This design comes from an exercise in tuning for small area on the open sky130 flow, not from production work.
Function was checked by simulation only, so behaviour that the tests miss may differ from the original.
Power and IR drop assume default switching activity.

==> design.v <==
module up_processor_set_pipelinemult1 (
  input  logic         clk,
  input  logic         reset,
  input  logic [3:0]   etapos,
  input  logic [19:0]  del_in_package,
  input  logic [319:0] wt_package,
  input  logic [19:0]  bias_package,
  input  logic [319:0] act_in_package,
  output logic [319:0] wt_UP_package,
  output logic [19:0]  bias_UP_package
);
  logic [3:0] sh;
  logic       nz, is0, is1;
  assign sh  = etapos - 4'd1;
  assign nz  = |etapos;
  assign is0 = (etapos == 4'd1);
  assign is1 = (etapos == 4'd2);
  logic signed [11:0] m1 [2], m2 [2], m3 [2], n1 [2], n2 [2];
  for (genvar g = 0; g < 2; g++) begin : g_mult
    assign m1[g] = 12'($signed(del_in_package[10*g +: 10]));
    assign m2[g] = m1[g] <<< 1;
    assign m3[g] = m1[g] + m2[g];
    assign n1[g] = -m1[g];
    assign n2[g] = -m2[g];
  end
  logic rst_q, kill;
  always_ff @(posedge clk) rst_q <= reset;
  assign kill = reset | rst_q;
  genvar gi;
  generate
    for (gi = 0; gi < 32; gi++) begin : g_wt
      logic [4-1:0] rlo, rlo_q;
      logic [10:4]  tnh, tnh_q;
      logic [9:4]   wh_q;
      logic         cm, cm_q, ovf, ovf_q, tneg, tneg_q;
      logic [9:0]   y, q2;
      wlane1 u_s1 (
        .a    (act_in_package[10*gi +: 10]),
        .m1   (m1[gi/16]),
        .m2   (m2[gi/16]),
        .m3   (m3[gi/16]),
        .n1   (n1[gi/16]),
        .n2   (n2[gi/16]),
        .m1n  (~m1[gi/16]),
        .m2n  (~m2[gi/16]),
        .n2n  (~n2[gi/16]),
        .w    (wt_package[10*gi +: 10]),
        .sh   (sh),
        .nz   (nz),
        .is0  (is0),
        .is1  (is1),
        .rlo  (rlo),
        .cm   (cm),
        .tnh  (tnh),
        .ovf  (ovf),
        .tneg (tneg)
      );
      always_ff @(posedge clk) begin
        rlo_q  <= rlo;
        cm_q   <= cm;
        tnh_q  <= tnh;
        wh_q   <= wt_package[10*gi+4 +: 10-4];
        ovf_q  <= ovf;
        tneg_q <= tneg;
      end
      wlane2 u_s2 (
        .rlo  (rlo_q),
        .cm   (cm_q),
        .tnh  (tnh_q),
        .wh   (wh_q),
        .ovf  (ovf_q),
        .tneg (tneg_q),
        .kill (kill),
        .y    (y)
      );
      always_ff @(posedge clk) q2 <= y;
      assign wt_UP_package[10*gi +: 10] = q2;
    end
    for (gi = 0; gi < 2; gi++) begin : g_bias
      logic signed [9:0]  dd, t;
      logic signed [11:0] r;
      logic [9:0] y, q1, q2;
      assign dd = del_in_package[10*gi +: 10];
      assign t  = nz ? (dd >>> sh) : 10'sd0;
      assign r  = $signed({{2{bias_package[10*gi+9]}}, bias_package[10*gi +: 10]}) - t;
      always_comb begin
        if (r > 12'sd511)       y = 10'h1FF;
        else if (r < -12'sd512) y = 10'h200;
        else                    y = r[9:0];
      end
      always_ff @(posedge clk) begin
        if (reset) begin q1 <= '0; q2 <= '0; end
        else begin q1 <= y; q2 <= q1; end
      end
      assign bias_UP_package[10*gi +: 10] = q2;
    end
  endgenerate
endmodule
module wlane1 (
  input  wire [9:0]  a,
  input  wire [11:0] m1, m2, m3, n1, n2,
  input  wire [11:0] m1n, m2n, n2n,
  input  wire [9:0]  w,
  input  wire [3:0]  sh,
  input  wire        nz,
  input  wire        is0,
  input  wire        is1,
  output wire [4-1:0] rlo,
  output wire        cm,
  output wire [10:4] tnh,
  output wire        ovf,
  output wire        tneg
);
  wire K = 1'b0;
  wire e0 = a[0] & ~a[1];
  wire e1 = ~a[0] & a[1];
  wire e2 = a[0] & a[1];
  wire e0n = ~a[0] | a[1];
  wire e1n = a[0] | ~a[1];
  wire p3h;
  oai22 u_p3h (e0n, m1n[0], e1n, m2n[0], p3h);
  wire p3 = ~((e2 & m3[0]) | p3h);
  wire p4h;
  oai22 u_p4h (e0n, m1n[1], e1n, m2n[1], p4h);
  wire p4 = ~((e2 & m3[1]) | p4h);
  wire p5h;
  oai22 u_p5h (e0n, m1n[2], e1n, m2n[2], p5h);
  wire p5 = ~((e2 & m3[2]) | p5h);
  wire p6h;
  oai22 u_p6h (e0n, m1n[3], e1n, m2n[3], p6h);
  wire p6 = ~((e2 & m3[3]) | p6h);
  wire p7h;
  oai22 u_p7h (e0n, m1n[4], e1n, m2n[4], p7h);
  wire p7 = ~((e2 & m3[4]) | p7h);
  wire p8h;
  oai22 u_p8h (e0n, m1n[5], e1n, m2n[5], p8h);
  wire p8 = ~((e2 & m3[5]) | p8h);
  wire p9h;
  oai22 u_p9h (e0n, m1n[6], e1n, m2n[6], p9h);
  wire p9 = ~((e2 & m3[6]) | p9h);
  wire p10h;
  oai22 u_p10h (e0n, m1n[7], e1n, m2n[7], p10h);
  wire p10 = ~((e2 & m3[7]) | p10h);
  wire p11h;
  oai22 u_p11h (e0n, m1n[8], e1n, m2n[8], p11h);
  wire p11 = ~((e2 & m3[8]) | p11h);
  wire p12h;
  oai22 u_p12h (e0n, m1n[9], e1n, m2n[9], p12h);
  wire p12 = ~((e2 & m3[9]) | p12h);
  wire p13h;
  oai22 u_p13h (e0n, m1n[10], e1n, m2n[10], p13h);
  wire p13 = ~((e2 & m3[10]) | p13h);
  wire p14h;
  oai22 u_p14h (e0n, m1n[11], e1n, m2n[11], p14h);
  wire p14 = ~((e2 & m3[11]) | p14h);
  wire p15 = ~p14;
  wire e16 = a[2] & ~a[3];
  wire e17 = ~a[2] & a[3];
  wire e18 = a[2] & a[3];
  wire e16n = ~a[2] | a[3];
  wire e17n = a[2] | ~a[3];
  wire p19h;
  oai22 u_p19h (e16n, m1n[0], e17n, m2n[0], p19h);
  wire p19 = ~((e18 & m3[0]) | p19h);
  wire p20h;
  oai22 u_p20h (e16n, m1n[1], e17n, m2n[1], p20h);
  wire p20 = ~((e18 & m3[1]) | p20h);
  wire p21h;
  oai22 u_p21h (e16n, m1n[2], e17n, m2n[2], p21h);
  wire p21 = ~((e18 & m3[2]) | p21h);
  wire p22h;
  oai22 u_p22h (e16n, m1n[3], e17n, m2n[3], p22h);
  wire p22 = ~((e18 & m3[3]) | p22h);
  wire p23h;
  oai22 u_p23h (e16n, m1n[4], e17n, m2n[4], p23h);
  wire p23 = ~((e18 & m3[4]) | p23h);
  wire p24h;
  oai22 u_p24h (e16n, m1n[5], e17n, m2n[5], p24h);
  wire p24 = ~((e18 & m3[5]) | p24h);
  wire p25h;
  oai22 u_p25h (e16n, m1n[6], e17n, m2n[6], p25h);
  wire p25 = ~((e18 & m3[6]) | p25h);
  wire p26h;
  oai22 u_p26h (e16n, m1n[7], e17n, m2n[7], p26h);
  wire p26 = ~((e18 & m3[7]) | p26h);
  wire p27h;
  oai22 u_p27h (e16n, m1n[8], e17n, m2n[8], p27h);
  wire p27 = ~((e18 & m3[8]) | p27h);
  wire p28h;
  oai22 u_p28h (e16n, m1n[9], e17n, m2n[9], p28h);
  wire p28 = ~((e18 & m3[9]) | p28h);
  wire p29h;
  oai22 u_p29h (e16n, m1n[10], e17n, m2n[10], p29h);
  wire p29 = ~((e18 & m3[10]) | p29h);
  wire p30h;
  oai22 u_p30h (e16n, m1n[11], e17n, m2n[11], p30h);
  wire p30 = ~((e18 & m3[11]) | p30h);
  wire p31 = ~p30;
  wire e32 = a[4] & ~a[5];
  wire e33 = ~a[4] & a[5];
  wire e34 = a[4] & a[5];
  wire e32n = ~a[4] | a[5];
  wire e33n = a[4] | ~a[5];
  wire p35h;
  oai22 u_p35h (e32n, m1n[0], e33n, m2n[0], p35h);
  wire p35 = ~((e34 & m3[0]) | p35h);
  wire p36h;
  oai22 u_p36h (e32n, m1n[1], e33n, m2n[1], p36h);
  wire p36 = ~((e34 & m3[1]) | p36h);
  wire p37h;
  oai22 u_p37h (e32n, m1n[2], e33n, m2n[2], p37h);
  wire p37 = ~((e34 & m3[2]) | p37h);
  wire p38h;
  oai22 u_p38h (e32n, m1n[3], e33n, m2n[3], p38h);
  wire p38 = ~((e34 & m3[3]) | p38h);
  wire p39h;
  oai22 u_p39h (e32n, m1n[4], e33n, m2n[4], p39h);
  wire p39 = ~((e34 & m3[4]) | p39h);
  wire p40h;
  oai22 u_p40h (e32n, m1n[5], e33n, m2n[5], p40h);
  wire p40 = ~((e34 & m3[5]) | p40h);
  wire p41h;
  oai22 u_p41h (e32n, m1n[6], e33n, m2n[6], p41h);
  wire p41 = ~((e34 & m3[6]) | p41h);
  wire p42h;
  oai22 u_p42h (e32n, m1n[7], e33n, m2n[7], p42h);
  wire p42 = ~((e34 & m3[7]) | p42h);
  wire p43h;
  oai22 u_p43h (e32n, m1n[8], e33n, m2n[8], p43h);
  wire p43 = ~((e34 & m3[8]) | p43h);
  wire p44h;
  oai22 u_p44h (e32n, m1n[9], e33n, m2n[9], p44h);
  wire p44 = ~((e34 & m3[9]) | p44h);
  wire p45h;
  oai22 u_p45h (e32n, m1n[10], e33n, m2n[10], p45h);
  wire p45 = ~((e34 & m3[10]) | p45h);
  wire p46h;
  oai22 u_p46h (e32n, m1n[11], e33n, m2n[11], p46h);
  wire p46 = ~((e34 & m3[11]) | p46h);
  wire p47 = ~p46;
  wire e48 = a[6] & ~a[7];
  wire e49 = ~a[6] & a[7];
  wire e50 = a[6] & a[7];
  wire e48n = ~a[6] | a[7];
  wire e49n = a[6] | ~a[7];
  wire p51h;
  oai22 u_p51h (e48n, m1n[0], e49n, m2n[0], p51h);
  wire p51 = ~((e50 & m3[0]) | p51h);
  wire p52h;
  oai22 u_p52h (e48n, m1n[1], e49n, m2n[1], p52h);
  wire p52 = ~((e50 & m3[1]) | p52h);
  wire p53h;
  oai22 u_p53h (e48n, m1n[2], e49n, m2n[2], p53h);
  wire p53 = ~((e50 & m3[2]) | p53h);
  wire p54h;
  oai22 u_p54h (e48n, m1n[3], e49n, m2n[3], p54h);
  wire p54 = ~((e50 & m3[3]) | p54h);
  wire p55h;
  oai22 u_p55h (e48n, m1n[4], e49n, m2n[4], p55h);
  wire p55 = ~((e50 & m3[4]) | p55h);
  wire p56h;
  oai22 u_p56h (e48n, m1n[5], e49n, m2n[5], p56h);
  wire p56 = ~((e50 & m3[5]) | p56h);
  wire p57h;
  oai22 u_p57h (e48n, m1n[6], e49n, m2n[6], p57h);
  wire p57 = ~((e50 & m3[6]) | p57h);
  wire p58h;
  oai22 u_p58h (e48n, m1n[7], e49n, m2n[7], p58h);
  wire p58 = ~((e50 & m3[7]) | p58h);
  wire p59h;
  oai22 u_p59h (e48n, m1n[8], e49n, m2n[8], p59h);
  wire p59 = ~((e50 & m3[8]) | p59h);
  wire p60h;
  oai22 u_p60h (e48n, m1n[9], e49n, m2n[9], p60h);
  wire p60 = ~((e50 & m3[9]) | p60h);
  wire p61h;
  oai22 u_p61h (e48n, m1n[10], e49n, m2n[10], p61h);
  wire p61 = ~((e50 & m3[10]) | p61h);
  wire p62h;
  oai22 u_p62h (e48n, m1n[11], e49n, m2n[11], p62h);
  wire p62 = ~((e50 & m3[11]) | p62h);
  wire p63 = ~p62;
  wire e64 = a[8] & ~a[9];
  wire e65 = ~a[8] & a[9];
  wire e66 = a[8] & a[9];
  wire e64n = ~a[8] | a[9];
  wire e65n = a[8] | ~a[9];
  wire p67h;
  oai22 u_p67h (e64n, m1n[0], e65n, n2n[0], p67h);
  wire p67 = ~((e66 & n1[0]) | p67h);
  wire p68h;
  oai22 u_p68h (e64n, m1n[1], e65n, n2n[1], p68h);
  wire p68 = ~((e66 & n1[1]) | p68h);
  wire p69h;
  oai22 u_p69h (e64n, m1n[2], e65n, n2n[2], p69h);
  wire p69 = ~((e66 & n1[2]) | p69h);
  wire p70h;
  oai22 u_p70h (e64n, m1n[3], e65n, n2n[3], p70h);
  wire p70 = ~((e66 & n1[3]) | p70h);
  wire p71h;
  oai22 u_p71h (e64n, m1n[4], e65n, n2n[4], p71h);
  wire p71 = ~((e66 & n1[4]) | p71h);
  wire p72h;
  oai22 u_p72h (e64n, m1n[5], e65n, n2n[5], p72h);
  wire p72 = ~((e66 & n1[5]) | p72h);
  wire p73h;
  oai22 u_p73h (e64n, m1n[6], e65n, n2n[6], p73h);
  wire p73 = ~((e66 & n1[6]) | p73h);
  wire p74h;
  oai22 u_p74h (e64n, m1n[7], e65n, n2n[7], p74h);
  wire p74 = ~((e66 & n1[7]) | p74h);
  wire p75h;
  oai22 u_p75h (e64n, m1n[8], e65n, n2n[8], p75h);
  wire p75 = ~((e66 & n1[8]) | p75h);
  wire p76h;
  oai22 u_p76h (e64n, m1n[9], e65n, n2n[9], p76h);
  wire p76 = ~((e66 & n1[9]) | p76h);
  wire p77h;
  oai22 u_p77h (e64n, m1n[10], e65n, n2n[10], p77h);
  wire p77 = ~((e66 & n1[10]) | p77h);
  wire p78h;
  oai22 u_p78h (e64n, m1n[11], e65n, n2n[11], p78h);
  wire p78 = ~((e66 & n1[11]) | p78h);
  wire p79 = ~p78;
  wire c80 = p5 | p19;
  wire c81 = (p6 & p20) | (p6 & c80) | (p20 & c80);
  wire s82, c82;
  fa3 u_s82 (p7, p21, p35, s82, c82);
  wire c83 = s82 | c81;
  wire s84, c84;
  fa3 u_s84 (p8, p22, p36, s84, c84);
  wire c85 = (c82 & s84) | (c82 & c83) | (s84 & c83);
  wire s86, c86;
  fa3 u_s86 (p9, p23, p37, s86, c86);
  wire s87, c87;
  fa3 u_s87 (p51, c84, s86, s87, c87);
  wire c88 = s87 | c85;
  wire s89, c89;
  fa3 u_s89 (p10, p24, p38, s89, c89);
  wire s90, c90;
  fa3 u_s90 (p52, c86, s89, s90, c90);
  wire s91, c91;
  fa3 u_s91 (c87, s90, c88, s91, c91);
  wire s92, c92;
  fa3 u_s92 (p11, p25, p39, s92, c92);
  wire s93, c93;
  fa3 u_s93 (p53, p67, c89, s93, c93);
  wire s94, c94;
  fa3 u_s94 (s92, s93, c90, s94, c94);
  wire s95, c95;
  xnr2 u_s95 (s94, c91, s95);
  orx2 u_c95 (s94, c91, c95);
  wire s96, c96;
  fa3 u_s96 (p12, p26, p40, s96, c96);
  wire s97, c97;
  fa3 u_s97 (p54, p68, c92, s97, c97);
  wire s98, c98;
  fa3 u_s98 (s96, c93, s97, s98, c98);
  wire s99, c99;
  fa3 u_s99 (c94, s98, c95, s99, c99);
  wire s100, c100;
  fa3 u_s100 (p13, p27, p41, s100, c100);
  wire s101, c101;
  fa3 u_s101 (p55, p69, c96, s101, c101);
  wire s102, c102;
  fa3 u_s102 (s100, c97, s101, s102, c102);
  wire s103, c103;
  fa3 u_s103 (c98, s102, c99, s103, c103);
  wire s104, c104;
  hax u_s104 (p15, p28, s104, c104);
  wire s105, c105;
  fa3 u_s105 (p42, p56, p70, s105, c105);
  wire s106, c106;
  fa3 u_s106 (s104, c100, s105, s106, c106);
  wire s107, c107;
  fa3 u_s107 (c101, s106, c102, s107, c107);
  wire s108, c108;
  xnr2 u_s108 (s107, c103, s108);
  orx2 u_c108 (s107, c103, c108);
  wire s109, c109;
  hax u_s109 (p29, p43, s109, c109);
  wire s110, c110;
  fa3 u_s110 (p57, p71, c104, s110, c110);
  wire s111, c111;
  fa3 u_s111 (s109, c105, s110, s111, c111);
  wire s112, c112;
  fa3 u_s112 (c106, s111, c107, s112, c112);
  wire s113, c113;
  xnr2 u_s113 (s112, c108, s113);
  orx2 u_c113 (s112, c108, c113);
  wire s114, c114;
  fa3 u_s114 (p31, p44, p58, s114, c114);
  wire s115, c115;
  fa3 u_s115 (p72, c109, s114, s115, c115);
  wire s116, c116;
  fa3 u_s116 (c110, s115, c111, s116, c116);
  wire s117, c117;
  fa3 u_s117 (s116, c112, c113, s117, c117);
  wire s118, c118;
  hax u_s118 (p45, p59, s118, c118);
  wire s119, c119;
  fa3 u_s119 (p73, s118, c114, s119, c119);
  wire s120, c120;
  fa3 u_s120 (s119, c115, c116, s120, c120);
  wire s121, c121;
  xnr2 u_s121 (s120, c117, s121);
  orx2 u_c121 (s120, c117, c121);
  wire s122, c122;
  fa3 u_s122 (p47, p60, p74, s122, c122);
  wire s123, c123;
  fa3 u_s123 (c118, s122, c119, s123, c123);
  wire s124, c124;
  fa3 u_s124 (s123, c120, c121, s124, c124);
  wire s125, c125;
  hax u_s125 (p61, p75, s125, c125);
  wire s126, c126;
  fa3 u_s126 (s125, c122, c123, s126, c126);
  wire s127, c127;
  xnr2 u_s127 (s126, c124, s127);
  orx2 u_c127 (s126, c124, c127);
  wire s128, c128;
  fa3 u_s128 (p63, p76, c125, s128, c128);
  wire s129, c129;
  fa3 u_s129 (s128, c126, c127, s129, c129);
  wire s130, c130;
  hax u_s130 (p77, c128, s130, c130);
  wire s131, c131;
  xnr2 u_s131 (s130, c129, s131);
  orx2 u_c131 (s130, c129, c131);
  wire s132, c132;
  fa3 u_s132 (p79, c130, c131, s132, c132);
  wire [12:0] xsn = {s132, s131, s129, s127, s124, s121, s117, s113, s108, s103, s99, s95, s91};
  wire fn = xsn[12] | ~nz;
  wire [12:0] s8 = sh[3] ? {{8{fn}}, xsn[12:8]} : xsn;
  wire [12:0] s4 = sh[2] ? {{4{fn}}, s8[12:4]} : s8;
  wire [11:0] s2 = sh[1] ? {{2{fn}}, s4[12:2]} : s4[11:0];
  wire [10:0] tn = sh[0] ? s2[11:1] : s2[10:0];
  assign ovf  = (is0 & ~((xsn[12] == xsn[11]) & (xsn[11] == xsn[10])))
              | (is1 & (xsn[12] != xsn[11]));
  assign tneg = ~xsn[12];
  wire s133, c133;
  xnr2 u_s133 (w[0], tn[0], s133);
  orx2 u_c133 (w[0], tn[0], c133);
  wire s134, c134;
  fa3 u_s134 (w[1], tn[1], c133, s134, c134);
  wire s135, c135;
  fa3 u_s135 (w[2], tn[2], c134, s135, c135);
  wire s136, c136;
  fa3 u_s136 (w[3], tn[3], c135, s136, c136);
  assign rlo = {s136, s135, s134, s133};
  assign cm  = c136;
  assign tnh = tn[10:4];
endmodule
module wlane2 (
  input  wire [4-1:0] rlo,
  input  wire        cm,
  input  wire [10:4] tnh,
  input  wire [9:4]  wh,
  input  wire        ovf,
  input  wire        tneg,
  input  wire        kill,
  output wire [9:0]  y
);
  wire [10:0] tn;
  wire [9:0]  w;
  assign tn[10:4] = tnh;
  assign w[9:4]   = wh;
  assign tn[3:0] = '0;
  assign w[3:0] = '0;
  wire s137, c137;
  fa3 u_s137 (w[4], tn[4], cm, s137, c137);
  wire s138, c138;
  fa3 u_s138 (w[5], tn[5], c137, s138, c138);
  wire s139, c139;
  fa3 u_s139 (w[6], tn[6], c138, s139, c139);
  wire s140, c140;
  fa3 u_s140 (w[7], tn[7], c139, s140, c140);
  wire s141, c141;
  fa3 u_s141 (w[8], tn[8], c140, s141, c141);
  wire s142, c142;
  fa3 u_s142 (w[9], tn[9], c141, s142, c142);
  wire s143, c143;
  fa3 u_s143 (w[9], tn[10], c142, s143, c143);
  wire s144 = w[9] ^ tn[10] ^ c143;
  wire [11:0] r;
  assign r[11:4] = {s144, s143, s142, s141, s140, s139, s138, s137};
  assign r[3:0] = rlo;
  wire pos = ovf ? tneg : (~r[11] & (r[10] | r[9]));
  wire neg = ovf ? ~tneg : (r[11] & ~(r[10] & r[9]));
  assign y[8:0] = (r[8:0] | {9{pos & ~kill}}) & ~{9{neg | kill}};
  assign y[9]   = (r[9] | (neg & ~kill)) & ~(pos | kill);
endmodule
module fa3 (input wire a, input wire b, input wire c, output wire s, output wire co);
  assign s  = a ^ b ^ c;
  assign co = (a & b) | (a & c) | (b & c);
endmodule
module aoi222 (input wire a1, input wire a2, input wire b1, input wire b2,
               input wire c1, input wire c2, output wire y);
  assign y = ~((a1 & a2) | (b1 & b2) | (c1 & c2));
endmodule
module xnr2 (input wire a, input wire b, output wire y);
  assign y = ~(a ^ b);
endmodule
module orx2 (input wire a, input wire b, output wire y);
  assign y = a | b;
endmodule
module hax (input wire a, input wire b, output wire s, output wire co);
  assign s  = a ^ b;
  assign co = a & b;
endmodule
module oai22 (input wire a1, input wire a2, input wire b1, input wire b2, output wire y);
  assign y = ~((a1 | a2) & (b1 | b2));
endmodule
module aoi21 (input wire a1, input wire a2, input wire b1, output wire y);
  assign y = ~((a1 & a2) | b1);
endmodule
==> flow/run.sh <==
#!/bin/bash
# The standard layout, except that the port buffers placed before global
# placement are sky130_fd_sc_hd__buf_1 cells, and clock tree synthesis uses
# sky130_fd_sc_hd__clkbuf_8 buffers without dummy loads.
set -euo pipefail
export BUFFER_PORTS_ARGS="-buffer_cell sky130_fd_sc_hd__buf_1"
export CTS_ARGS="-sink_clustering_enable -repair_clock_nets -buf_list sky130_fd_sc_hd__clkbuf_8 -dont_use_dummy_load"
bash standard.sh finish > standard_flow.log 2>&1
==> standard.sh <==
#!/bin/bash
# synth_recipe.tcl (not shown) runs the flow's synth.tcl, then flattens the netlist and writes it again
# the make line also repeats each setting of config.mk as NAME=value (left out here)
make -C /OpenROAD-flow-scripts/flow DESIGN_CONFIG=/design/flow/config.mk WORK_HOME=/design/flow/orfs CLKGATE_MAP_FILE= SYNTH_SCRIPT=/design/flow/synth_recipe.tcl "${@:-finish}"
==> config.mk <==
export PLATFORM = sky130hd
export DESIGN_NAME = up_processor_set_pipelinemult1
export DESIGN_NICKNAME = up_processor_set_pipelinemult1
export VERILOG_FILES = /design/flow/design.v
export SDC_FILE = /design/flow/constraint.sdc
export NUM_CORES = 4
export LEC_CHECK = 0
export CAP_MARGIN = 20
export CORE_MARGIN = 2
export CORE_UTILIZATION = 45
export PLACE_DENSITY = 0.55
export SLEW_MARGIN = 20
export SYNTH_HIERARCHICAL = 1
==> constraint.sdc <==
create_clock -name core_clock -period 14.0 [get_ports {clk}]
set_input_delay 2.8000 -clock core_clock [delete_from_list [all_inputs] [get_ports {clk}]]
set_output_delay 2.8000 -clock core_clock [all_outputs]
set_load 0.01 [all_outputs]
==> impl_metrics.yaml, run 1 <==
status:
  status: "complete, no violations"
clock_network:
  postCtsSetupRepairBufs: 0
  clock-sinks: 1001
  insertion_delay_ns: 0.92
  cts_tree: "yes"
  clk_pin_slew_ns: 0.06
  numCtsBuffers: 175
  htree_levels: 4
  clockBufferDepth: 3
  cts_hold_buf: 0
  clockRootBuffer: "clkbuf_8"
  cts-resized-gates: 0
cells_and_area:
  layout.cells.non_filler: 15500
  seqCellArea_sq_um: 20000
  drive_above_1_share_pct: 12.0
  nets: 14500
  multiInputGateArea_sq_um: 89700
  n_fill_cell: 23600
  syn_to_final_growth_pct: 8.61
worst_setup_path:
  endpoint_kind: "flop"
  crit_top_cell: "fa_1"
  cp_max_fo: 48
  cp-start-kind: "primary input"
  arrival_ns: 13.65
  critPathKind: "primary input to flop"
  worst-endpoint-required_ns: 14.71
  cp_slowest_cell: "fa_1"
  max_stage_delay_ns: 0.59
sta:
  min_period_ns: 12.93
  relSlewSlack_pct: 28.7
  finalHoldViolCount: 0
  clock_skew_ns: 0.0890
  slew_viol_final: 0
  rsz0062_at_grt: "false"
  tns_ns: 0
  setup_viol: 0
  fmax_mhz: 77.3
  setup_ws_ns: 1.07
  worstMarginPinSlew_ns: 1.06
  post-route-period-util_pct: 92.4
  hold_ws_ns: 0.422
route:
  vias: 102000
  totalWireLength_mm: 436
  vias_per_cell: 6.57
  ant_nets: 0
  drcViolationCount: 0
  dr.pass1.iters: 9
  wl_per_cell_microns: 28.2
  drt_iter0_drc: 10300
yosys:
  yosysWarnings: 17
  netlist_instances: 11300
  netlist_area_sq_um: 113000
  syn_avg_cell_area_sq_um: 10.1
die:
  initial_utilization_pct: 45.2
  die_x_microns: 506
  die_h_microns: 506
  ios: 1026
  core_area_sq_um: 251000
  die_area_sq_um: 256000
  fp-row-count: 184
global_route:
  grt_antenna_before_repair: 163
  grt_pass1_wl_mm: 649
  use_met3_pct: 9.65
  first_global_vias: 103000
  grt.met2_usage_pct: 52.6
  overflow: 0
  track_usage_pct: 33.1
  grt_max_degree: 182
  top_usage_layer: "met2"
  met1_usage_pct: 39.7
power:
  pwr-share-seq_pct: 17.4
  p_per_area_nw_per_um2: 218
  switching_share_pct: 45.7
  clockPowerShare_pct: 8.2
  comb_power_share_pct: 74.4
  leakage_uw: 0.0417
  p_int_uw: 14600
  vdd_drop_max_uv: 125
  switching_power_uw: 12300
  power_uw: 26900
placed_design:
  pre_cts_slack_ns: 0.223
  dp.cells: 15200
  gp_congestion: 0.935
  portBuffers: 1025
  hpwl_mm: 303
run:
  cap_violations: 0
worst_hold_path:
  hp-class: "flop to flop"
[metrics by stage]
stage / utilization, % / area [sq um]
2_1_floorplan: - / 115000
6_report: 49.1 / 123000
3_5_place_dp: 48.1 / 121000
3_3_place_gp: 48.1 / 121000
4_1_cts: 49.0 / 123000
5_1_grt: 49.1 / 123000
[area by class of cell]
cell class                      count  share of cell area, %
Timing Repair Buffer             1227                   4.84
Multi-Input combinational cell   9481                   72.8
Clock buffer                      175                   1.96
Sequential cell                  1001                   16.3
Inverter                          160                  0.561
Tap cell                         3348                   3.40
Antenna cell                       69                  0.140
[flip-flops by register name, indices dropped and copies added, names as in the netlist, 20 cells and up]
register	count
g_wt.q2	320
g_wt.tnh_q	224
g_wt.ovf_q	32
g_bias.q1	20
g_wt.wh_q	192
g_wt.cm_q	32
g_bias.q2	20
g_wt.tneg_q	32
g_wt.rlo_q	128
[routing by layer]
| metal | routed length [microns] | up-vias |
|---|---|---|
| li1 | - | 44000 |
| met1 | 161000 | 50000 |
| met2 | 201000 | 5852 |
| met3 | 45400 | 1480 |
| met4 | 28600 | 154 |
| met5 | 918 | - |
[critical path: cells and delay by family]
family	cells	cell delay, ns
xor gates and xnor gates	1	0.16
muxes	2	0.68
adders and majority gates	14	5.91
and+or+nand+nor	10	2.39
AOI/OAI and AO/OA	5	0.97
buffers and inverters	3	0.67
[cells in the final DEF (no fill, tap or decap), types with 47 or more instances in the layout]
cell / n
a21o_1: 176
ha_1: 218
conb_1: 128
o22ai_1: 1863
a211oi_1: 73
or3_1: 100
mux4_1: 96
o211ai_1: 70
or2_1: 256
and2_1: 163
nand2b_1: 419
mux2_2: 384
nand2_1: 70
clkbuf_8: 175
fa_1: 1266
xnor2_1: 231
o21a_1: 354
mux4_2: 140
buf_1: 1021
dfxtp_1: 1001
a31oi_1: 193
a21oi_1: 1605
buf_4: 155
o21ai_0: 298
nor2_1: 313
mux2i_1: 195
diode_2: 69
inv_1: 136
buf_12: 47
fa_2: 242
[path summary, 6_finish.rpt]
| kind | cells after the start | endpoint | slack, ns | start |
|---|---|---|---|---|
| setup reg to reg | 10 | g_wt[15].q2[6] | 9.71 | g_wt[15].wh_q[4] |
| setup / recovery | 35 | g_wt[6].rlo_q[3] | 1.07 | del_in_package[1] |
| hold reg to reg | 1 | g_bias[1].q2[6] | 0.42 | g_bias[1].q1[6] |
| hold / removal | 1 | g_bias[1].q2[6] | 0.42 | g_bias[1].q1[6] |
[power groups by stage]
stage / clock (uW) / sequential (uW) / combinational [uW]
floorplan: 0 / 4760 / 16100
global placement: 0 / 4740 / 19400
detailed placement: 0 / 4740 / 19800
CTS: 2320 / 4690 / 19900
global route: 2420 / 4780 / 22000
finish: 2220 / 4670 / 20000
==> run 2: changes to the inputs <==
--- a/design.v
+++ b/design.v
@@ -89,8 +89,8 @@
         else                    y = r[9:0];
       end
       always_ff @(posedge clk) begin
-        if (reset) begin q1 <= '0; q2 <= '0; end
-        else begin q1 <= y; q2 <= q1; end
+        q1 <= y;
+        q2 <= kill ? '0 : q1;
       end
       assign bias_UP_package[10*gi +: 10] = q2;
     end
@@ -117,8 +117,7 @@
   wire e2 = a[0] & a[1];
   wire e0n = ~a[0] | a[1];
   wire e1n = a[0] | ~a[1];
-  wire p3h;
-  oai22 u_p3h (e0n, m1n[0], e1n, m2n[0], p3h);
+  wire p3h = ~(e0n | m1n[0]);
   wire p3 = ~((e2 & m3[0]) | p3h);
   wire p4h;
   oai22 u_p4h (e0n, m1n[1], e1n, m2n[1], p4h);
@@ -159,8 +158,7 @@
   wire e18 = a[2] & a[3];
   wire e16n = ~a[2] | a[3];
   wire e17n = a[2] | ~a[3];
-  wire p19h;
-  oai22 u_p19h (e16n, m1n[0], e17n, m2n[0], p19h);
+  wire p19h = ~(e16n | m1n[0]);
   wire p19 = ~((e18 & m3[0]) | p19h);
   wire p20h;
   oai22 u_p20h (e16n, m1n[1], e17n, m2n[1], p20h);
@@ -201,8 +199,7 @@
   wire e34 = a[4] & a[5];
   wire e32n = ~a[4] | a[5];
   wire e33n = a[4] | ~a[5];
-  wire p35h;
-  oai22 u_p35h (e32n, m1n[0], e33n, m2n[0], p35h);
+  wire p35h = ~(e32n | m1n[0]);
   wire p35 = ~((e34 & m3[0]) | p35h);
   wire p36h;
   oai22 u_p36h (e32n, m1n[1], e33n, m2n[1], p36h);
@@ -243,8 +240,7 @@
   wire e50 = a[6] & a[7];
   wire e48n = ~a[6] | a[7];
   wire e49n = a[6] | ~a[7];
-  wire p51h;
-  oai22 u_p51h (e48n, m1n[0], e49n, m2n[0], p51h);
+  wire p51h = ~(e48n | m1n[0]);
   wire p51 = ~((e50 & m3[0]) | p51h);
   wire p52h;
   oai22 u_p52h (e48n, m1n[1], e49n, m2n[1], p52h);
@@ -285,8 +281,7 @@
   wire e66 = a[8] & a[9];
   wire e64n = ~a[8] | a[9];
   wire e65n = a[8] | ~a[9];
-  wire p67h;
-  oai22 u_p67h (e64n, m1n[0], e65n, n2n[0], p67h);
+  wire p67h = ~(e64n | m1n[0]);
   wire p67 = ~((e66 & n1[0]) | p67h);
   wire p68h;
   oai22 u_p68h (e64n, m1n[1], e65n, n2n[1], p68h);
==> impl_metrics.yaml, run 2 <==
sta:
  worstMarginPinSlew_ns: 1.16
  relSlewSlack_pct: 22.7
  setup_viol: 0
  clock_skew_ns: 0.118
  tns_ns: 0
  finalHoldViolCount: 0
  fmax_mhz: 76.3
  min_period_ns: 13.10
  setup_ws_ns: 0.895
  rsz0062_at_grt: "false"
  post-route-period-util_pct: 93.6
  slew_viol_final: 0
placed_design:
  pre_cts_slack_ns: 0.0743
  gp_congestion: 0.960
  placed_area_sq_um: 119000
  portBuffers: 1025
  hpwl_mm: 315
clock_network:
  clk_pin_slew_ns: 0.06
  cts_hold_buf: 0
  cts_tree: "yes"
  insertion_delay_ns: 1.06
  clockRootBuffer: "clkbuf_8"
  postCtsSetupRepairBufs: 0
  htree_levels: 4
  clock-sinks: 1001
  clockBufferDepth: 3
  numCtsBuffers: 171
  cts-resized-gates: 0
global_route:
  grt.met2_usage_pct: 49.5
  grt_max_degree: 181
  grt_antenna_before_repair: 180
  use_met3_pct: 9.89
  overflow: 0
  top_usage_layer: "met2"
  first_global_vias: 101000
  track_usage_pct: 34.3
  met1_usage_pct: 45.8
  grt_pass1_wl_mm: 658
worst_setup_path:
  worstReg2RegStart: "g_wt[16].tnh_q[4]"
  cp_max_fo: 23
  crit_start: "del_in_package[11]"
  rrSetupSlack_ns: 9.32
  endpoint_kind: "flop"
  cp-start-kind: "primary input"
  crit_top_cell: "fa_1"
  r2r_cells: 10
  critPathKind: "primary input to flop"
  worst-endpoint-required_ns: 14.78
  timing.rr.end: "g_wt[16].q2[1]"
  endpoint: "g_wt[29].rlo_q[3]"
  cp_slowest_cell: "fa_1"
  arrival_ns: 13.88
  max_stage_delay_ns: 0.61
yosys:
  netlist_area_sq_um: 112000
  yosysWarnings: 17
  syn_avg_cell_area_sq_um: 9.62
  netlist_instances: 11600
route:
  wl_per_cell_microns: 28.3
  drcViolationCount: 0
  ant_nets: 0
  vias: 102000
  totalWireLength_mm: 446
  dr.pass1.iters: 7
  drt_iter0_drc: 11300
  vias_per_cell: 6.48
die:
  die_h_microns: 503
  fp-row-count: 183
  die_x_microns: 503
  ios: 1026
  initial_utilization_pct: 45.2
  die_area_sq_um: 253000
  core_area_sq_um: 248000
run:
  cap_violations: 0
power:
  power_uw: 25800
  p_per_area_nw_per_um2: 213
  leakage_uw: 0.0422
  vdd_drop_max_uv: 124
status:
  status: "complete, no violations"
cells_and_area:
  largest_reg_flops: 320
  reg.largest.list: "g_wt.q2 x320, g_wt.tnh_q x224, g_wt.wh_q x192"
  largest_register: "g_wt.q2"
  nets: 14800
  layout_common_cells: "1763 x o22ai_1, 1536 x a21oi_1, 1508 x fa_1"
  syn_to_final_growth_pct: 8.34
  layout_commonest_cell: "o22ai_1"
  drive_above_1_share_pct: 9.23
  final_cell_area_sq_um: 121000
worst_hold_path:
  hp-class: "flop to flop"
run 2: cell types whose count changed in the layout (fill, tap and decap cells not counted), sizes merged, moves of 131 or more:
| cell | change |
|---|---|
| o21ai | +206 |
| nand2 | +492 |
| mux2 | -159 |
| mux2i | +131 |
| a31oi | -158 |
run 2: final cells by class:
cell class / count / area (sq um)
fillers: 23600 / 127000
multi-input cells: 9667 / 87200
flip-flops and latches: 1001 / 20000
repair buffers: 1270 / 6330
well taps: 3330 / 4170
clock buffers: 171 / 2350
inverters: 227 / 986
diodes: 96 / 240
run 2: layer usage:
metal	share of wire (%)	up-vias	wire length, microns
met5	0.19	-	825
li1	-	44600	-
met4	5.6	126	25000
met2	43	5940	190000
met1	41	50200	181000
met3	11	1253	48100
run 2: worst max-delay path, delay by kind of cell:
kind                       cells  cell delay (ns)
AOI/OAI and AO/OA              6             0.82
and+or+nand+nor               11             2.67
adders and majority gates     13             5.60
buffers and inverters          4             1.07
muxes                          2             0.64
xor gates and xnor gates       1             0.20
run 2: how the worst min path moves through the flow:
| stage | start | depth (start not counted) | to | slack [ns] |
|---|---|---|---|---|
| CTS | g_wt[14].rlo_q[3] | 1 | g_wt[14].q2[3] | 0.37 |
| global placement | g_wt[20].rlo_q[2] | 1 | g_wt[20].q2[2] | 0.42 |
| finish | g_bias[0].q1[2] | 1 | g_bias[0].q2[2] | 0.37 |
| detailed placement | g_bias[1].q1[5] | 1 | g_bias[1].q2[5] | 0.41 |
| floorplan | g_bias[0].q1[0] | 1 | g_bias[0].q2[0] | 0.41 |
| global route | g_bias[0].q1[2] | 1 | g_bias[0].q2[2] | 0.40 |
run 2: power breakdown:
group	leakage [uW]	switching, uW	internal (uW)
sequential	0.00836	573	4080
clock	0.00123	1140	1060
combinational	0.0326	10600	8310
run 2: through the flow:
step	std cells	hold slack [ns]	util, %
5_1_grt	15700	0.402	48.9
2_1_floorplan	11600	0.406	-
3_3_place_gp	15500	0.419	47.9
3_5_place_dp	15500	0.415	47.9
6_report	15800	0.371	48.9
4_1_cts	15700	0.368	48.8
==> run 3: changes to the inputs <==
--- a/design.v
+++ b/design.v
@@ -29,9 +29,9 @@
   genvar gi;
   generate
     for (gi = 0; gi < 32; gi++) begin : g_wt
-      logic [4-1:0] rlo, rlo_q;
-      logic [10:4]  tnh, tnh_q;
-      logic [9:4]   wh_q;
+      logic [5-1:0] rlo, rlo_q;
+      logic [10:5]  tnh, tnh_q;
+      logic [9:5]   wh_q;
       logic         cm, cm_q, ovf, ovf_q, tneg, tneg_q;
       logic [9:0]   y, q2;
       wlane1 u_s1 (
@@ -59,7 +59,7 @@
         rlo_q  <= rlo;
         cm_q   <= cm;
         tnh_q  <= tnh;
-        wh_q   <= wt_package[10*gi+4 +: 10-4];
+        wh_q   <= wt_package[10*gi+5 +: 10-5];
         ovf_q  <= ovf;
         tneg_q <= tneg;
       end
@@ -105,9 +105,9 @@
   input  wire        nz,
   input  wire        is0,
   input  wire        is1,
-  output wire [4-1:0] rlo,
+  output wire [5-1:0] rlo,
   output wire        cm,
-  output wire [10:4] tnh,
+  output wire [10:5] tnh,
   output wire        ovf,
   output wire        tneg
 );
@@ -442,15 +442,17 @@
   fa3 u_s135 (w[2], tn[2], c134, s135, c135);
   wire s136, c136;
   fa3 u_s136 (w[3], tn[3], c135, s136, c136);
-  assign rlo = {s136, s135, s134, s133};
-  assign cm  = c136;
-  assign tnh = tn[10:4];
+  wire s137, c137;
+  fa3 u_s137 (w[4], tn[4], c136, s137, c137);
+  assign rlo = {s137, s136, s135, s134, s133};
+  assign cm  = c137;
+  assign tnh = tn[10:5];
 endmodule
 module wlane2 (
-  input  wire [4-1:0] rlo,
+  input  wire [5-1:0] rlo,
   input  wire        cm,
-  input  wire [10:4] tnh,
-  input  wire [9:4]  wh,
+  input  wire [10:5] tnh,
+  input  wire [9:5]  wh,
   input  wire        ovf,
   input  wire        tneg,
   input  wire        kill,
@@ -458,14 +460,12 @@
 );
   wire [10:0] tn;
   wire [9:0]  w;
-  assign tn[10:4] = tnh;
-  assign w[9:4]   = wh;
-  assign tn[3:0] = '0;
-  assign w[3:0] = '0;
-  wire s137, c137;
-  fa3 u_s137 (w[4], tn[4], cm, s137, c137);
+  assign tn[10:5] = tnh;
+  assign w[9:5]   = wh;
+  assign tn[4:0] = '0;
+  assign w[4:0] = '0;
   wire s138, c138;
-  fa3 u_s138 (w[5], tn[5], c137, s138, c138);
+  fa3 u_s138 (w[5], tn[5], cm, s138, c138);
   wire s139, c139;
   fa3 u_s139 (w[6], tn[6], c138, s139, c139);
   wire s140, c140;
@@ -478,8 +478,8 @@
   fa3 u_s143 (w[9], tn[10], c142, s143, c143);
   wire s144 = w[9] ^ tn[10] ^ c143;
   wire [11:0] r;
-  assign r[11:4] = {s144, s143, s142, s141, s140, s139, s138, s137};
-  assign r[3:0] = rlo;
+  assign r[11:5] = {s144, s143, s142, s141, s140, s139, s138};
+  assign r[4:0] = rlo;
   wire pos = ovf ? tneg : (~r[11] & (r[10] | r[9]));
   wire neg = ovf ? ~tneg : (r[11] & ~(r[10] & r[9]));
   assign y[8:0] = (r[8:0] | {9{pos & ~kill}}) & ~{9{neg | kill}};
--- a/config.mk
+++ b/config.mk
@@ -7,7 +7,7 @@
 export LEC_CHECK = 0
 export CAP_MARGIN = 20
 export CORE_MARGIN = 2
-export CORE_UTILIZATION = 45
-export PLACE_DENSITY = 0.55
+export CORE_UTILIZATION = 50
+export PLACE_DENSITY = 0.6
 export SLEW_MARGIN = 20
 export SYNTH_HIERARCHICAL = 1
==> impl_metrics.yaml, run 3 <==
route:
  ant_nets: 0
  vias_per_cell: 6.64
  vias: 102000
  drcViolationCount: 0
  wl_per_cell_microns: 28.4
  drt_iter0_drc: 11200
  totalWireLength_mm: 437
  dr.pass1.iters: 10
cells_and_area:
  reg.largest.list: "g_wt.q2 x320, g_wt.tnh_q x192"
  nets: 14800
  layout_common_cells: "1763 x o22ai_1, 1536 x a21oi_1, 1508 x fa_1"
  layout_commonest_cell: "o22ai_1"
  fin_util_pct: 54.3
  drive_above_1_share_pct: 9.49
  largest_register: "g_wt.q2"
  largest_reg_flops: 320
  final_cell_area_sq_um: 120000
  syn_to_final_growth_pct: 8.18
worst_setup_path:
  crit_top_cell: "fa_1"
  endpoint_kind: "flop"
  cp_slowest_cell: "fa_1"
  worst-endpoint-required_ns: 14.80
  critPathKind: "primary input to flop"
  cp-start-kind: "primary input"
  critPathBufInv: 3
  cp_max_fo: 18
  arrival_ns: 14.00
  max_stage_delay_ns: 0.57
  critPathTopFamily: "adder cells"
worst_hold_path:
  hp-class: "flop to flop"
global_route:
  first_global_vias: 101000
  grt_antenna_before_repair: 154
  grt_max_degree: 198
  overflow: 0
  track_usage_pct: 37.6
  grt_pass1_wl_mm: 645
placed_design:
  hpwl_mm: 311
  placed_area_sq_um: 118000
  pre_cts_slack_ns: -0.0506
  portBuffers: 1025
  gp_congestion: 0.963
clock_network:
  clockRootBuffer: "clkbuf_8"
  insertion_delay_ns: 0.98
  clk_pin_slew_ns: 0.06
  htree_levels: 4
  cts-resized-gates: 0
  cts_hold_buf: 0
  cts_tree: "yes"
  numCtsBuffers: 168
  postCtsSetupRepairBufs: 0
  clock-sinks: 969
  clockBufferDepth: 3
power:
  switching_share_pct: 47.7
  vdd_drop_max_uv: 160
  clockPowerShare_pct: 8.3
  switching_power_uw: 12200
  comb_power_share_pct: 74.0
  pwr-share-seq_pct: 17.7
  p_per_area_nw_per_um2: 213
  p_int_uw: 13400
  leakage_uw: 0.0421
  power_uw: 25600
yosys:
  netlist_instances: 11600
  syn_avg_cell_area_sq_um: 9.59
  netlist_area_sq_um: 111000
  yosysWarnings: 17
die:
  die_area_sq_um: 226000
  ios: 1026
  die_h_microns: 476
  initial_utilization_pct: 50.2
  core_area_sq_um: 222000
  fp-row-count: 173
  die_x_microns: 476
sta:
  min_period_ns: 13.20
  setup_ws_ns: 0.797
  setup_viol: 0
  finalHoldViolCount: 0
  post-route-period-util_pct: 94.3
  worstMarginPinSlew_ns: 1.26
  relSlewSlack_pct: 16.2
  rsz0062_at_grt: "false"
  clock_skew_ns: 0.112
  slew_viol_final: 0
  fmax_mhz: 75.7
run:
  cap_violations: 0
status:
  status: "complete, no violations"
run 3: changes by cell type in the layout (fill, tap and decap cells not counted), sizes merged:
| cell | before | now |
|---|---|---|
| buf | 1265 | 1298 |
| clkbuf | 176 | 173 |
| clkinv | 68 | 66 |
| dfxtp | 1001 | 969 |
| diode | 96 | 81 |
| inv | 144 | 146 |
run 3: power groups by stage:
| stage | clock [uW] | sequential (uW) | combinational [uW] |
|---|---|---|---|
| 5_1_grt | 2300 | 4650 | 20800 |
| 3_5_place_dp | 0 | 4590 | 18600 |
| 2_1_floorplan | 0 | 4640 | 14800 |
| 6_report | 2140 | 4530 | 19000 |
| 4_1_cts | 2200 | 4550 | 18800 |
| 3_3_place_gp | 0 | 4570 | 18300 |
run 3: layout make-up:
| type | count | area, sq um |
|---|---|---|
| Antenna cell | 81 | 203 |
| Clock buffer | 168 | 2310 |
| Fill cell | 20300 | 101000 |
| Inverter | 227 | 978 |
| Multi-Input combinational cell | 9667 | 87200 |
| Sequential cell | 969 | 19400 |
| Tap cell | 2975 | 3720 |
| Timing Repair Buffer | 1303 | 6630 |
run 3: through the flow:
step,std cells,TNS [ns],hold slack [ns]
after global routing,15400,0,0.408
after CTS,15300,0,0.385
after detailed placement,15100,-0.0881,0.415
after floorplan,11600,-129.06,0.406
after global placement,15100,0,0.420
final,15400,0,0.381
run 3: path summary, 6_finish.rpt:
| path | endpoint | depth (start not counted) | slack [ns] | startpoint |
|---|---|---|---|---|
| worst max-delay path | g_wt[9].rlo_q[4] | 36 | 0.80 | del_in_package[0] |
| worst max register to register | g_wt[9].q2[1] | 9 | 9.69 | g_wt[9].wh_q[5] |
| worst min register to register | g_wt[27].q2[4] | 1 | 0.38 | g_wt[27].rlo_q[4] |
| worst min-delay path | g_wt[27].q2[4] | 1 | 0.38 | g_wt[27].rlo_q[4] |
run 3: metal layers:
metal	vias up	track usage, %	part of all wire, %
met1	49800	48.4	39
met5	-	0	0.16
met2	6342	55.3	43
met3	1391	12.4	12
li1	44500	-	-
met4	118	21.7	6.1
run 3: worst register-to-register path, delay by kind of cell (launching register included):
| family | cells | cell delay (ns) |
|---|---|---|
| adder cells (fa/ha/maj) | 6 | 2.59 |
| AO/OA/AOI/OAI | 2 | 0.89 |
| flip-flops | 1 | 0.41 |
| XOR/XNOR | 1 | 0.29 |
==> run 4: changes to the inputs <==
--- a/design.v
+++ b/design.v
@@ -482,7 +482,12 @@
   assign r[4:0] = rlo;
   wire pos = ovf ? tneg : (~r[11] & (r[10] | r[9]));
   wire neg = ovf ? ~tneg : (r[11] & ~(r[10] & r[9]));
-  assign y[8:0] = (r[8:0] | {9{pos & ~kill}}) & ~{9{neg | kill}};
+  wire pk = pos & ~kill;
+  wire nk = ~(neg | kill);
+  genvar jj;
+  for (jj = 0; jj < 9; jj++) begin : g_sat
+    o21am u_sat (r[jj], pk, nk, y[jj]);
+  end
   assign y[9]   = (r[9] | (neg & ~kill)) & ~(pos | kill);
 endmodule
 module fa3 (input wire a, input wire b, input wire c, output wire s, output wire co);
@@ -509,3 +514,6 @@
 module aoi21 (input wire a1, input wire a2, input wire b1, output wire y);
   assign y = ~((a1 & a2) | b1);
 endmodule
+module o21am (input wire a1, input wire a2, input wire b1, output wire x);
+  assign x = (a1 | a2) & b1;
+endmodule
==> impl_metrics.yaml, run 4 <==
status:
  status: "complete, no violations"
die:
  die_area_sq_um: 225000
  core_area_sq_um: 220000
  fp-row-count: 172
  initial_utilization_pct: 50.3
  die_h_microns: 474
  die_x_microns: 474
  ios: 1026
cells_and_area:
  largest_register: "g_wt.q2"
  nets: 14700
  layout_commonest_cell: "o22ai_1"
  n_fill_cell: 20100
  reg.largest.list: "g_wt.q2 x320, g_wt.tnh_q x192"
  largest_reg_flops: 320
  syn_to_final_growth_pct: 7.88
  layout_common_cells: "1761 x o22ai_1, 1537 x a21oi_1, 1508 x fa_1"
  fin_util_pct: 54.3
  drive_above_1_share_pct: 8.63
worst_setup_path:
  worst-endpoint-required_ns: 14.81
  max_stage_delay_ns: 0.77
  critPathKind: "primary input to flop"
  cp_slowest_cell: "xnor2_4"
  crit_top_cell: "fa_1"
  cp-start-kind: "primary input"
  cp_max_fo: 18
  endpoint_kind: "flop"
  arrival_ns: 13.90
sta:
  relSlewSlack_pct: 19.8
  finalHoldViolCount: 0
  fmax_mhz: 76.3
  tns_ns: 0
  slew_viol_final: 0
  setup_viol: 0
  post-route-period-util_pct: 93.6
  min_period_ns: 13.10
  clock_skew_ns: 0.121
  rsz0062_at_grt: "false"
  worstMarginPinSlew_ns: 1.20
global_route:
  overflow: 0
  first_global_vias: 100000
  grt_max_degree: 192
  grt_pass1_wl_mm: 628
  grt_antenna_before_repair: 165
  track_usage_pct: 36.4
clock_network:
  numCtsBuffers: 163
  clock-sinks: 969
  cts_hold_buf: 0
  clockBufferDepth: 3
  cts-resized-gates: 0
  insertion_delay_ns: 1.00
  clk_pin_slew_ns: 0.05
  cts_tree: "yes"
  postCtsSetupRepairBufs: 0
  clockRootBuffer: "clkbuf_8"
  htree_levels: 4
route:
  vias: 101000
  wl_met2_mm: 183
  vias_per_cell: 6.62
  top_layer: "met5"
  wl_met1_mm: 164
  dr.pass1.iters: 8
  ant_nets: 0
  drcViolationCount: 0
  wl_per_cell_microns: 27.5
  drt_iter0_drc: 11200
  totalWireLength_mm: 421
  wl_met3_mm: 48.6
placed_design:
  portBuffers: 1025
  hpwl_mm: 299
  gp_congestion: 0.957
power:
  p_per_area_nw_per_um2: 205
  vdd_drop_max_uv: 126
  power_uw: 24400
  leakage_uw: 0.0418
run:
  cap_violations: 0
yosys:
  syn_avg_cell_area_sq_um: 9.57
  netlist_instances: 11600
  netlist_area_sq_um: 111000
  yosysWarnings: 17
worst_hold_path:
  hp-class: "flop to flop"
[run 4: cell types whose count changed in the layout (fill, tap and decap cells not counted), sizes merged, moves of 32 or more]
cell,change
nor2,-40
a21oi,-35
a221oi,-34
inv,-33
mux2i,-33
nor4,+33
o21ba,+32
xnor3,+32
xor3,-32
[run 4: cell type report]
cell class                 instances  area [sq um]  share of cell area (%)
antenna                          103           258                   0.216
sequential                       969         19400                    16.3
inverter                         191           837                   0.702
timing repair buffer            1286          6490                    5.45
multi-input combinational       9646         86300                    72.4
tap                             2958          3700                    3.10
clock buffer                     163          2240                    1.88
[run 4: report_power, final]
| group | internal [uW] | total [uW] | leakage (uW) | switching, uW |
|---|---|---|---|---|
| clock | 1020 | 2080 | 0.00117 | 1070 |
| combinational | 8090 | 18000 | 0.0326 | 9880 |
| sequential | 3900 | 4390 | 0.00808 | 497 |
| total | 13000 | 24400 | 0.0418 | 11400 |
[run 4: per-stage QoR]
| step | hold WS [ns] | area, sq um | setup WS, ns | std cells |
|---|---|---|---|---|
| final | 0.350 | 119000 | 0.901 | 15300 |
| after global routing | 0.359 | 119000 | 0.472 | 15300 |
| after CTS | 0.341 | 119000 | 1.06 | 15200 |
| after detailed placement | 0.411 | 117000 | 0.0505 | 15000 |
| after global placement | 0.411 | 117000 | 0.188 | 15000 |
| after floorplan | 0.405 | 111000 | -2.32 | 11600 |
[run 4: worst max-delay path: cells and delay by family]
| family | cells | cell delay [ns] |
|---|---|---|
| buf+inv | 5 | 0.91 |
| simple gates | 9 | 2.29 |
| xor+xnor | 1 | 0.77 |
| compound gates | 4 | 0.61 |
| mux | 2 | 0.64 |
| fa+ha+maj | 14 | 5.89 |
[run 4: path summary, 6_finish.rpt]
path | end | cells past startpoint | start | slack [ns]
setup / recovery | g_wt[18].rlo_q[4] | 35 | del_in_package[13] | 0.90
hold / removal | g_wt[0].q2[0] | 1 | g_wt[0].rlo_q[0] | 0.35
setup reg to reg | g_wt[15].q2[4] | 10 | g_wt[15].wh_q[5] | 9.19
hold reg to reg | g_wt[0].q2[0] | 1 | g_wt[0].rlo_q[0] | 0.35
[run 4: metal layers]
metal / vias to the layer above / track usage [%]
met5: - / 0
met4: 118 / 20.0
met3: 1311 / 11.2
met2: 6228 / 54.0
met1: 49500 / 47.4
li1: 44200 / -
==> run 5: changes to the inputs <==
--- a/config.mk
+++ b/config.mk
@@ -5,9 +5,9 @@
 export SDC_FILE = /design/flow/constraint.sdc
 export NUM_CORES = 4
 export LEC_CHECK = 0
-export CAP_MARGIN = 20
+export CAP_MARGIN = 10
 export CORE_MARGIN = 2
 export CORE_UTILIZATION = 50
 export PLACE_DENSITY = 0.6
-export SLEW_MARGIN = 20
+export SLEW_MARGIN = 10
 export SYNTH_HIERARCHICAL = 1
==> impl_metrics.yaml, run 5 <==
yosys:
  netlist_instances: 11600
  yosysWarnings: 17
  syn_avg_cell_area_sq_um: 9.57
  netlist_area_sq_um: 111000
cells_and_area:
  fin_util_pct: 54.2
  largest_reg_flops: 320
  n_fill_cell: 20200
  largest_register: "g_wt.q2"
  layout_commonest_cell: "o22ai_1"
  reg.largest.list: "g_wt.q2 x320, g_wt.tnh_q x192"
  seqCellArea_sq_um: 19400
  drive_above_1_share_pct: 8.52
  final_cell_area_sq_um: 119000
  multiInputGateArea_sq_um: 86200
  nets: 14700
  syn_to_final_growth_pct: 7.78
  layout_common_cells: "1761 x o22ai_1, 1537 x a21oi_1, 1508 x fa_1"
route:
  vias: 101000
  dr.pass1.iters: 8
  totalWireLength_mm: 420
  drcViolationCount: 0
  ant_nets: 0
  drt_iter0_drc: 11600
  wl_per_cell_microns: 27.4
  vias_per_cell: 6.62
placed_design:
  pre_cts_slack_ns: 0.0496
  hpwl_mm: 298
  placed_area_sq_um: 117000
  portBuffers: 1025
  gp_congestion: 0.957
clock_network:
  htree_levels: 4
  numCtsBuffers: 163
  cts_hold_buf: 0
  postCtsSetupRepairBufs: 0
  clockRootBuffer: "clkbuf_8"
  clock-sinks: 969
  cts-resized-gates: 0
  clockBufferDepth: 3
  clk_pin_slew_ns: 0.07
  cts_tree: "yes"
  insertion_delay_ns: 0.95
worst_setup_path:
  timing.rr.end: "g_wt[15].q2[4]"
  rrSetupSlack_ns: 9.23
  critPathBufInv: 3
  cp_max_fo: 16
  crit_top_cell: "fa_1"
  r2r_cells: 10
  cp_slowest_cell: "fa_1"
  worst-endpoint-required_ns: 14.77
  max_stage_delay_ns: 0.57
  worstReg2RegStart: "g_wt[15].wh_q[5]"
  cp-start-kind: "primary input"
  endpoint_kind: "flop"
  arrival_ns: 13.91
  critPathTopFamily: "adder cells"
  critPathKind: "primary input to flop"
power:
  leakage_uw: 0.0418
  switching_power_uw: 11400
  p_int_uw: 13000
  power_uw: 24400
  comb_power_share_pct: 73.5
  switching_share_pct: 46.7
  p_per_area_nw_per_um2: 205
  vdd_drop_max_uv: 127
  pwr-share-seq_pct: 18.0
  clockPowerShare_pct: 8.5
sta:
  fmax_mhz: 76.1
  slew_viol_final: 0
  min_period_ns: 13.14
  rsz0062_at_grt: "false"
  relSlewSlack_pct: 8.53
  worstMarginPinSlew_ns: 1.37
  hold_ws_ns: 0.380
  clock_skew_ns: 0.107
  post-route-period-util_pct: 93.9
  setup_viol: 0
  finalHoldViolCount: 0
  setup_ws_ns: 0.858
global_route:
  first_global_vias: 100000
  top_usage_layer: "met2"
  grt_pass1_wl_mm: 626
  use_met3_pct: 11.3
  track_usage_pct: 36.4
  grt_max_degree: 192
  grt.met2_usage_pct: 53.8
  overflow: 0
  met1_usage_pct: 47.2
  grt_antenna_before_repair: 168
die:
  die_x_microns: 474
  ios: 1026
  fp-row-count: 172
  die_h_microns: 474
  core_area_sq_um: 220000
  die_area_sq_um: 225000
  initial_utilization_pct: 50.3
worst_hold_path:
  hp-class: "flop to flop"
  hold_depth: 1
  min_from: "g_wt[16].rlo_q[4]"
  min_to: "g_wt[16].q2[4]"
run:
  cap_violations: 0
status:
  status: "complete, no violations"
## run 5: cell types whose count changed in the layout (fill, tap and decap cells not counted), sizes merged
cell	previous run	this run
buf	1280	1277
diode	103	101
clkinv	68	67
clkbuf	169	168
inv	113	114
## run 5: power by group through the flow
| stage | Combinational (uW) | Clock, uW | Sequential [uW] |
|---|---|---|---|
| after floorplan | 14200 | 0 | 4470 |
| after global placement | 17300 | 0 | 4440 |
| after detailed placement | 17700 | 0 | 4450 |
| after CTS | 17800 | 2140 | 4410 |
| after global routing | 19800 | 2240 | 4490 |
| final | 17900 | 2070 | 4400 |
## run 5: metal layers
metal / vias up / part of all wire [%]
li1: 44200 / -
met1: 49600 / 39
met2: 6112 / 43
met3: 1299 / 12
met4: 126 / 5.7
met5: - / 0.18
## run 5: worst max-delay path by stage
stage | cells past startpoint | startpoint | endpoint
detailed placement | 36 | del_in_package[1] | g_wt[14].rlo_q[4]
CTS | 36 | del_in_package[1] | g_wt[14].rlo_q[4]
finish | 36 | del_in_package[1] | g_wt[14].rlo_q[4]
global route | 36 | del_in_package[1] | g_wt[14].rlo_q[4]
global placement | 36 | del_in_package[1] | g_wt[9].rlo_q[4]
floorplan | 28 | del_in_package[9] | g_wt[0].rlo_q[4]
## run 5: worst register-to-register path: stages, from the launching register on
cell	delay [ns]
dfxtp_1	0.37
fa_1	0.46
fa_1	0.40
fa_1	0.39
fa_1	0.40
fa_1	0.39
fa_1	0.39
xnor3_1	0.24
nor2_2	0.06
a211oi_1	0.80
o21a_1	0.67
## run 5: final cells by class
cell class / instances / share of cell area [%]
Sequential cell: 969 / 16.3
Antenna cell: 101 / 0.212
Multi-Input combinational cell: 9646 / 72.4
Clock buffer: 163 / 1.88
Timing Repair Buffer: 1282 / 5.40
Tap cell: 2958 / 3.11
Inverter: 191 / 0.703
## run 5: metrics by stage
step           instances  TNS [ns]
6_report           15300         0
5_1_grt            15300         0
4_1_cts            15200         0
3_5_place_dp       15000         0
3_3_place_gp       15000         0
2_1_floorplan      11600   -354.95
==> run 6: changes to the inputs <==
--- a/config.mk
+++ b/config.mk
@@ -7,7 +7,7 @@
 export LEC_CHECK = 0
 export CAP_MARGIN = 10
 export CORE_MARGIN = 2
-export CORE_UTILIZATION = 50
-export PLACE_DENSITY = 0.6
+export CORE_UTILIZATION = 55
+export PLACE_DENSITY = 0.65
 export SLEW_MARGIN = 10
 export SYNTH_HIERARCHICAL = 1
==> impl_metrics.yaml, run 6 <==
run:
  cap_violations: 0
cells_and_area:
  final_cell_area_sq_um: 120000
  drive_above_1_share_pct: 9.09
  layout_commonest_cell: "o22ai_1"
  largest_register: "g_wt.q2"
  largest_reg_flops: 320
  reg.largest.list: "g_wt.q2 x320, g_wt.tnh_q x192"
  syn_to_final_growth_pct: 8.19
  n_fill_cell: 17500
  nets: 14700
  layout_common_cells: "1761 x o22ai_1, 1537 x a21oi_1, 1508 x fa_1"
power:
  leakage_uw: 0.0422
  vdd_drop_max_uv: 140
  clockPowerShare_pct: 8.4
  pwr-share-seq_pct: 17.8
  p_int_uw: 13200
  switching_share_pct: 46.5
  comb_power_share_pct: 73.8
  switching_power_uw: 11500
  p_per_area_nw_per_um2: 206
clock_network:
  htree_levels: 4
  insertion_delay_ns: 1.02
  clk_pin_slew_ns: 0.07
  cts_hold_buf: 0
  numCtsBuffers: 162
  clock-sinks: 969
  clockBufferDepth: 3
  cts_tree: "yes"
  clockRootBuffer: "clkbuf_8"
  cts-resized-gates: 0
  postCtsSetupRepairBufs: 0
die:
  initial_utilization_pct: 55.3
  core_area_sq_um: 200000
  ios: 1026
  fp-row-count: 164
  die_x_microns: 452
  die_area_sq_um: 205000
  die_h_microns: 452
worst_setup_path:
  cp_slowest_cell: "fa_1"
  cp_max_fo: 21
  arrival_ns: 14.02
  max_stage_delay_ns: 0.57
  worst-endpoint-required_ns: 14.82
  crit_start: "del_in_package[2]"
  critPathKind: "primary input to flop"
  crit_top_cell: "fa_1"
  cp-start-kind: "primary input"
  rrSetupSlack_ns: 9.01
  worstReg2RegStart: "g_wt[26].tnh_q[5]"
  endpoint_kind: "flop"
placed_design:
  placed_area_sq_um: 117000
  portBuffers: 1025
  gp_congestion: 0.980
  hpwl_mm: 295
sta:
  min_period_ns: 13.20
  finalHoldViolCount: 0
  slew_viol_final: 0
  relSlewSlack_pct: 6.99
  worstMarginPinSlew_ns: 1.39
  clock_skew_ns: 0.120
  fmax_mhz: 75.8
  setup_viol: 0
  post-route-period-util_pct: 94.3
  rsz0062_at_grt: "false"
  hold_ws_ns: 0.403
yosys:
  syn_avg_cell_area_sq_um: 9.57
  netlist_instances: 11600
  yosysWarnings: 17
  netlist_area_sq_um: 111000
worst_hold_path:
  hp-class: "flop to flop"
  min_from: "g_wt[18].rlo_q[4]"
route:
  vias_per_cell: 6.78
  dr.pass1.iters: 8
  vias: 102000
  drcViolationCount: 0
  ant_nets: 0
  drt_iter0_drc: 11700
  wl_per_cell_microns: 27.8
  totalWireLength_mm: 420
global_route:
  overflow: 0
  grt_max_degree: 191
  grt_antenna_before_repair: 156
  grt_pass1_wl_mm: 628
  track_usage_pct: 40.0
  first_global_vias: 103000
status:
  status: "complete, no violations"
## run 6: worst max-delay path: cells and delay by family
kind / cells / cell delay (ns)
compound gates: 6 / 0.95
mux: 2 / 0.68
xor+xnor: 1 / 0.18
simple gates: 11 / 2.69
fa+ha+maj: 14 / 5.81
buf+inv: 3 / 0.86
## run 6: area by class of cell
| class | count | area (sq um) | share of cell area (%) |
|---|---|---|---|
| Antenna cell | 108 | 270 | 0.226 |
| Clock buffer | 162 | 2230 | 1.87 |
| Inverter | 191 | 815 | 0.681 |
| Multi-Input combinational cell | 9646 | 86200 | 72.1 |
| Sequential cell | 969 | 19400 | 16.2 |
| Tap cell | 2656 | 3320 | 2.78 |
| Timing Repair Buffer | 1361 | 7270 | 6.08 |
## run 6: metal layers
metal  track usage [%]  vias to the layer above  routed length [microns]
li1                  -                    44400                        -
met2              59.7                     6595                   184000
met3              11.7                     1618                    47800
met1              49.5                    49600                   156000
met4              29.0                       58                    32600
met5                 0                        -                      349
## run 6: power by group through the flow
stage	clock network, uW	registers, uW	logic [uW]
2_1_floorplan	0	4470	14200
3_3_place_gp	0	4420	17400
3_5_place_dp	0	4430	17900
4_1_cts	2140	4390	18000
5_1_grt	2240	4480	20000
6_report	2080	4380	18200
## run 6: path summary, 6_finish.rpt
kind / to / cells past startpoint
hold / removal: g_wt[18].q2[4] / 1
setup / recovery: g_wt[3].rlo_q[4] / 37
setup reg to reg: g_wt[26].q2[6] / 10
hold reg to reg: g_wt[18].q2[4] / 1
## run 6: metrics by stage
step | total power [uW] | cells | TNS, ns | setup WS, ns | utilization, %
after detailed placement | 22300 | 14800 | -0.137 | -0.0853 | 58.6
after global routing | 26700 | 15100 | 0 | 0.374 | 59.9
after floorplan | 18700 | 11600 | -354.95 | -2.32 | -
after global placement | 21900 | 14800 | 0 | 0.171 | 58.6
after CTS | 24500 | 15000 | 0 | 0.915 | 59.7
final | 24700 | 15100 | 0 | 0.800 | 59.9

[afterwards: timing with drivers on the ports]
In the flow no input, the clock included, has a driving cell. The finished layouts below were timed again as built, in two steps. Step 1, drivers: a clkbuf_16 drives clk and a buf_2 each remaining input, both assumed. Step 2 times the ports against the registers' clock, not the clock port: input delays grow and output delays shrink by t, the midpoint of the rising clock arrivals with the driver on. a / b / c = ideal / step 1 / step 2; a / b = the first two.
run	t (ns)	setup slack, ns	slew at the worst register clock pin (ns)	pins driven straight from the clock port
run 1	0.981	1.068 / 1.094 / 0.113	0.07 / 0.07	1
run 2	1.078	0.895 / 0.866 / -0.212	0.07 / 0.07	1
run 3	1.018	0.797 / 0.803 / -0.215	0.07 / 0.07	1
run 4	1.032	0.901 / 0.813 / -0.219	0.07 / 0.07	1
run 5	0.998	0.858 / 0.852 / -0.146	0.07 / 0.07	1
run 6	1.048	0.800 / 0.836 / -0.212	0.07 / 0.07	1
With both steps, setup timing fails in 5 of these runs, where it was met with ideal ports. The setup slack of run 4, which loses most, moves by -0.088 ns with the drivers and by -1.120 ns with both steps.
